This design comes from an exercise in tuning for small area on the open sky130 flow, not from production work.
The RTL was checked by simulation tests, not by an equivalence proof against the original design.
Power figures rest on the tool's default switching activity, not on a simulated workload.

<file path="flow/design.v">
module fir_mac_serial (
  input  logic               clk,
  input  logic               reset,
  input  logic               in_valid_i,
  output logic               in_ready_o,
  input  logic signed [15:0] in_data_i,
  input  logic               coef_we_i,
  input  logic [3:0]         coef_addr_i,
  input  logic signed [15:0] coef_data_i,
  output logic               coef_err_o,
  output logic               out_valid_o,
  output logic signed [15:0] out_data_o,
  output logic               busy_o
);
  localparam logic [2:0] S_INIT = 3'd0, S_IDLE = 3'd1, S_PEND = 3'd2,
                         S_WAIT = 3'd3, S_COMP = 3'd4, S_NEG = 3'd5,
                         S_OUTV = 3'd6;
  logic [2:0]   st;
  logic [7:0]   t;
  logic [3:0]   bm;
  logic         cerr;
  logic [255:0] hq;
  logic [15:0]  xq [0:15];
  logic [20:0]  r;
  logic         hb;
  logic init, idle, pend, wait_s, comp, neg, outv;
  assign init   = (st == S_INIT);
  assign idle   = (st == S_IDLE);
  assign pend   = (st == S_PEND);
  assign wait_s = (st == S_WAIT);
  assign comp   = (st == S_COMP);
  assign neg    = (st == S_NEG);
  assign outv   = (st == S_OUTV);
  logic wr_ph, wr, acc;
  assign wr_ph      = thf && (t[3:0] == coef_addr_i);
  assign in_ready_o = idle && (!coef_we_i || wr_ph);
  assign busy_o     = !in_ready_o;
  assign wr         = coef_we_i && in_ready_o;
  assign acc        = in_valid_i && in_ready_o;
  logic k15, th0, thf;
  assign k15 = (t[3:0] == bm);
  assign th0 = (t[7:4] == 4'h0);
  assign thf = (t[7:4] == 4'hf);
  logic mac, shift, ins;
  logic [20:0] rm, add, sum;
  assign mac   = comp || neg;
  assign shift = comp && k15;
  assign rm    = (mac || pend) ? r : 21'd0;
  logic [15:0] xo;
  assign xo    = ({16{idle}} & in_data_i) | ({16{mac && hb}} & (xq[0] ^ {16{neg}})) |
                 {1'b0, wait_s, 14'd0};
  assign add   = {{5{xo[15]}}, xo};
  assign ins   = init || (pend && k15);
  logic [16:0] cy;
  assign cy[0] = neg && hb;
  for (genvar b = 0; b < 16; b++) begin : g_add
    assign sum[b]  = rm[b] ^ add[b] ^ cy[b];
    assign cy[b+1] = (rm[b] & add[b]) | (rm[b] & cy[b]) | (add[b] & cy[b]);
  end
  assign sum[20:16] = rm[20:16] + add[20:16] + {4'd0, cy[16]};
  logic [15:0] taps;
  for (genvar i = 0; i < 16; i++) begin : g_tap
    assign taps[i] = hq[(256 - i) % 256];
  end
  always_ff @(posedge clk) begin
    for (int q = 0; q < 255; q++) hq[q] <= hq[q+1];
    for (int m = 0; m < 15; m++) if (wr) hq[16*m+15] <= coef_data_i[m];
    hq[255] <= wr ? coef_data_i[15] : init ? (t == 8'd0) : hq[0];
    hb <= taps[bm];
    for (int s = 0; s < 15; s++) xq[s] <= xq[s+1];
    xq[15] <= ins ? r[15:0] : xq[0];
    r <= shift ? {sum[20], sum[20:1]} : sum;
  end
  always_ff @(posedge clk or posedge reset) begin
    if (reset) begin
      st   <= S_INIT;
      t    <= 8'd0;
      bm   <= 4'hf;
      cerr <= 1'b0;
    end else begin
      t    <= t + 8'd1;
      cerr <= coef_we_i && !in_ready_o;
      case (st)
        S_INIT: if (t == 8'hff) st <= S_IDLE;
        S_IDLE: if (acc) st <= S_PEND;
        S_PEND: if (k15) begin
          st <= S_WAIT;
          bm <= bm - 4'd1;
        end
        S_WAIT: if (k15 && th0) st <= S_COMP;
        S_COMP: if (k15 && thf) st <= S_NEG;
        S_NEG:  if (k15) st <= S_OUTV;
        default: st <= S_IDLE;
      endcase
    end
  end
  logic ovf;
  assign ovf         = !((&r[20:15]) || !(|r[20:15]));
  assign out_data_o  = ovf ? {r[20], {15{!r[20]}}} : r[15:0];
  assign out_valid_o = outv;
  assign coef_err_o  = cerr;
endmodule
module fir_q15 (
  input  logic               clk,
  input  logic               reset,
  input  logic               in_valid_i,
  output logic               in_ready_o,
  input  logic signed [15:0] in_data_i,
  input  logic               coef_we_i,
  input  logic [3:0]         coef_addr_i,
  input  logic signed [15:0] coef_data_i,
  output logic               coef_err_o,
  output logic               out_valid_o,
  output logic signed [15:0] out_data_o,
  output logic               busy_o
);
  fir_mac_serial u_fir (
    .clk(clk), .reset(reset),
    .in_valid_i(in_valid_i), .in_ready_o(in_ready_o), .in_data_i(in_data_i),
    .coef_we_i(coef_we_i), .coef_addr_i(coef_addr_i), .coef_data_i(coef_data_i),
    .coef_err_o(coef_err_o),
    .out_valid_o(out_valid_o), .out_data_o(out_data_o), .busy_o(busy_o)
  );
endmodule
</file>
<file path="flow/flow/run.sh">
#!/bin/bash
# The standard layout, with the port buffers made from the smallest buffer cell
# and the clock tree built from fewer, larger sink clusters.
set -euo pipefail
export BUFFER_PORTS_ARGS="-buffer_cell sky130_fd_sc_hd__buf_1"
export CTS_ARGS="-sink_clustering_enable -repair_clock_nets -sink_clustering_size 20 -sink_clustering_max_diameter 60 -buf_list sky130_fd_sc_hd__clkbuf_8 -dont_use_dummy_load"
bash standard.sh > standard.log 2>&1
</file>
<file path="flow/standard.sh">
#!/bin/bash
# synth_recipe.tcl (not shown) runs the flow's synth.tcl, then flattens the netlist and writes it again
# the make line also repeats each setting of config.mk as NAME=value (left out here)
make -C /OpenROAD-flow-scripts/flow DESIGN_CONFIG=/design/flow/config.mk WORK_HOME=/design/flow/orfs CLKGATE_MAP_FILE= SYNTH_SCRIPT=/design/flow/synth_recipe.tcl "${@:-finish}"
</file>
<file path="flow/config.mk">
export PLATFORM = sky130hd
export DESIGN_NAME = fir_q15
export DESIGN_NICKNAME = fir_q15
export VERILOG_FILES = /design/flow/design.v
export SDC_FILE = /design/flow/constraint.sdc
export NUM_CORES = 4
export LEC_CHECK = 0
export CAP_MARGIN = 20
export CORE_MARGIN = 2
export CORE_UTILIZATION = 60
export SLEW_MARGIN = 20
</file>
<file path="flow/constraint.sdc">
create_clock -name core_clock -period 10.0 [get_ports {clk}]
set_input_delay 2.0000 -clock core_clock [delete_from_list [all_inputs] [get_ports {clk}]]
set_output_delay 2.0000 -clock core_clock [all_outputs]
set_load 0.01 [all_outputs]
</file>
==> summary.txt <==
area of the core 21,900 µm²; peak supply drop 157 µV; nets@finish 1,008; crit end category register; Worst path slowest cell a21o_1; clock root buffer clkbuf_8; Max transition margin 0.278; Post-Route Setup TNS 0 ns; die height 154 µm; Worst Reg2Reg Path Length in Cells 28; Die Span X 154 µm; synth unique cells 42; Yosys warnings 2; Setup Buffers After CTS 0; Overflow after GRT 0; worst-skew pair later-pin latency 0.54 ns; WL per Instance 14.7 µm; Reg clk slew, reported paths 0.11 ns; Final setup violation count 0; final hold slack 0.307 ns; fillcell total 1,587; top cells by count, synth 534 x dfxtp_1, 52 x nand2_1, 28 x inv_1; pin count of the biggest net entering global routing 32; Initial Utilization 0.613; TritonCTS clock tree done; RSZ-0062 raised after global routing false; Synth area leader dfxtp_1; internal power 2.50 mW; PnR worst setup slack 0.663 ns; All-Layer GR Usage 0.157; HPWL Detailed 11,300 µm; final hold vios 0; share of cells above drive strength 1 0.0733; DP Cell Count 1,187; Final Cycle Share 0.934; final max-slew violation count 0; Sink Count 550; min-delay worst type register to register; Post-Syn Area 13,400 µm²; syn nets 931; fin cells 1,222; count of state elements after synthesis 550; Hold Crit Endpoint u_fir.xq[9][14]$_DFF_P_; Mapped Cells 866; Synth-to-Final Area Change 7.41%; r2r setup slk 0.66 ns; Rows 54; worst r2r src u_fir.st[2]$_DFFE_PP0P_; outcome finished clean; DRC viols 0; CP peak stage delay 0.59 ns; dominant cell by count in the synthesized netlist dfxtp_1; worst reg2reg path endpoint u_fir.r[19]$_DFF_P_; Antenna Nets Post-Route 0; Max FO, Critical Path 21; H-tree Lvls 2; Reg power frac 0.710; worst clock skew 0.0515 ns; Post-synth EDFFs 0; post-CTS resize count 0; predominant post-synthesis flop cell dfxtp_1; vias in the first global route 5,955; Clk pwr share 0.287; DP Area 13,900 µm²; design area 14,400 µm²; number of CTS-inserted buffers 34; Syn Area/Cell 15.5 µm²; antenna violations before repair 2; Tmin final 9.34 ns; Vias 5,782; most used cell, CP fa_1; Starting DRT DRC Count 239; Critical Path Start Type register; I/O Pins 60; global-route wire length before repair 29,800 µm; total power draw 3.08 mW; count of hold-fix buffers inserted at cts 0; register area share after synthesis 0.827; Synth async-reset ratio 0.0291; origin of the worst min-delay path u_fir.xq[10][14]$_DFF_P_; Switching Share 0.188; Worst-Margin Slew 1.07 ns; P_leak 5.71 nW; Setup CP Type register to register; maximum clock path buffer count 3; cell area power density 214 nW/µm²; fmax 0.107 GHz; DR vias/cell 4.73; First-pass DRT Iterations 4; Final Wtd Congestion 0.773; maxcap violations 0; dominant cells by area after synthesis dfxtp_1 80%, fa_1 2.7%, dfrtp_1 2.2%, xnor2_1 1.6%, mux2_2 1.5%; worst hold path depth 0; total net switching power 0.581 mW; Placement Setup Slack 0.180 ns; final core occ 0.658; I/O Buffers 59; Die Area 23,600 µm²; Crit path arrival time 9.74 ns; Synth top area share 0.797; Req. time, crit path 10.41 ns; logic gate share of total power 0.003; Routed WL 18,000 µm
==> flip-flops by register name, summed over array words and instances, names as in the netlist <==
name,count
u_fir.bm,4
u_fir.cerr,1
u_fir.hb,1
u_fir.hq,256
u_fir.r,21
u_fir.st,3
u_fir.t,8
u_fir.xq,256
==> per-layer routing <==
layer	up-vias	wire, µm	track usage
li1	2890	-	-
met1	2743	8990	0.229
met2	118	7660	0.230
met3	29	944	0.0426
met4	2	357	0.0507
met5	-	13	0
==> power by group through the flow <==
stage,logic (mW),clock network (mW),registers (mW)
final,0.00982,0.885,2.19
after global routing,0.0112,0.996,2.19
after CTS,0.0101,0.922,2.19
after detailed placement,0.0100,0,2.24
after global placement,0.00992,0,2.24
after floorplan,0.00245,0,2.24
==> area by class of cell <==
class | instances | area [µm²] | area share
Tap cell | 280 | 350 | 0.0243
Multi-Input combinational cell | 266 | 2140 | 0.148
Antenna cell | 1 | 2.50 | 0.000174
Inverter | 29 | 109 | 0.00755
Clock buffer | 34 | 468 | 0.0325
Timing Repair Buffer | 62 | 244 | 0.0169
Sequential cell | 550 | 11100 | 0.770
==> kinds of logic (layout without fill, tap and decap cells) <==
logic type | after synthesis | in the layout | synth area share
multiplexers | 42 | 42 | 0.0380
XOR/XNOR | 36 | 36 | 0.0235
AO/OA/AOI/OAI | 70 | 70 | 0.0310
other | 0 | 1 | 0
flip-flops | 550 | 550 | 0.827
adder cells (fa/ha/maj) | 25 | 25 | 0.0334
buffers and inverters | 50 | 125 | 0.0148
AND/OR/NAND/NOR | 93 | 93 | 0.0323
==> worst max-delay path, delay by kind of cell (launching register included) <==
family / cells / cell delay, ns
XOR/XNOR: 2 / 0.30
buffers and inverters: 2 / 0.15
AND/OR/NAND/NOR: 2 / 0.66
flip-flops: 1 / 0.53
AO/OA/AOI/OAI: 3 / 0.79
multiplexers: 1 / 0.31
adder cells (fa/ha/maj): 18 / 6.46
==> layout by cell type, fill, tap and decap left out, types with 3 or more instances in the layout <==
master    instances
a21o_1            3
a21oi_1          23
a22oi_1          12
and2_1            7
buf_1            59
buf_4             3
clkbuf_8         34
dfrtp_1          12
dfstp_2           4
dfxtp_1         534
fa_1             18
ha_1              7
inv_1            28
mux2_1            3
mux2_2           18
mux2i_1          16
mux4_2            5
nand2_1          52
nand3_1           7
nand4_1           3
nor2_1           12
nor4_1            3
o21ai_0          23
xnor2_1          25
xor2_1           11
==> worst max-delay path by stage <==
stage | startpoint | endpoint | slack [ns]
2_1_floorplan | in_data_i[0] | u_fir.r[19]$_DFF_P_ | 0.69
3_3_place_gp | in_data_i[0] | u_fir.r[19]$_DFF_P_ | 0.43
3_5_place_dp | in_data_i[0] | u_fir.r[19]$_DFF_P_ | 0.18
4_1_cts | u_fir.st[1]$_DFFE_PP0P_ | u_fir.r[19]$_DFF_P_ | 0.68
5_1_grt | u_fir.st[2]$_DFFE_PP0P_ | u_fir.r[19]$_DFF_P_ | 0.19
6_report | u_fir.st[2]$_DFFE_PP0P_ | u_fir.r[19]$_DFF_P_ | 0.66

afterwards: timing with drivers on the ports:
The results above use ideal ports. As a check the final layout listed here was re-extracted and re-timed, cells and wires unchanged. Step 1 sets driving cells, clkbuf_16 on the clock port and buf_2 on the other inputs (assumed; they add their load-dependent delay and slew). Step 2 adds t to the input delays and takes it off the output delays; t is the mean of the earliest and latest rising clock arrival at the registers after step 1. Input paths then give back, and output paths get back, about the clock's delay inside the block. Slacks: no drivers / after step 1 / after step 2; pairs: no drivers / after step 1.
t (ns): 0.563
setup WS [ns]: 0.663 / 0.663 / 0.173
worst data-port slew with drivers (ns): 0.06
After both steps this run still meets setup and hold. The setup slack of this run moves by 0.000 ns with the drivers and by -0.490 ns with both steps.
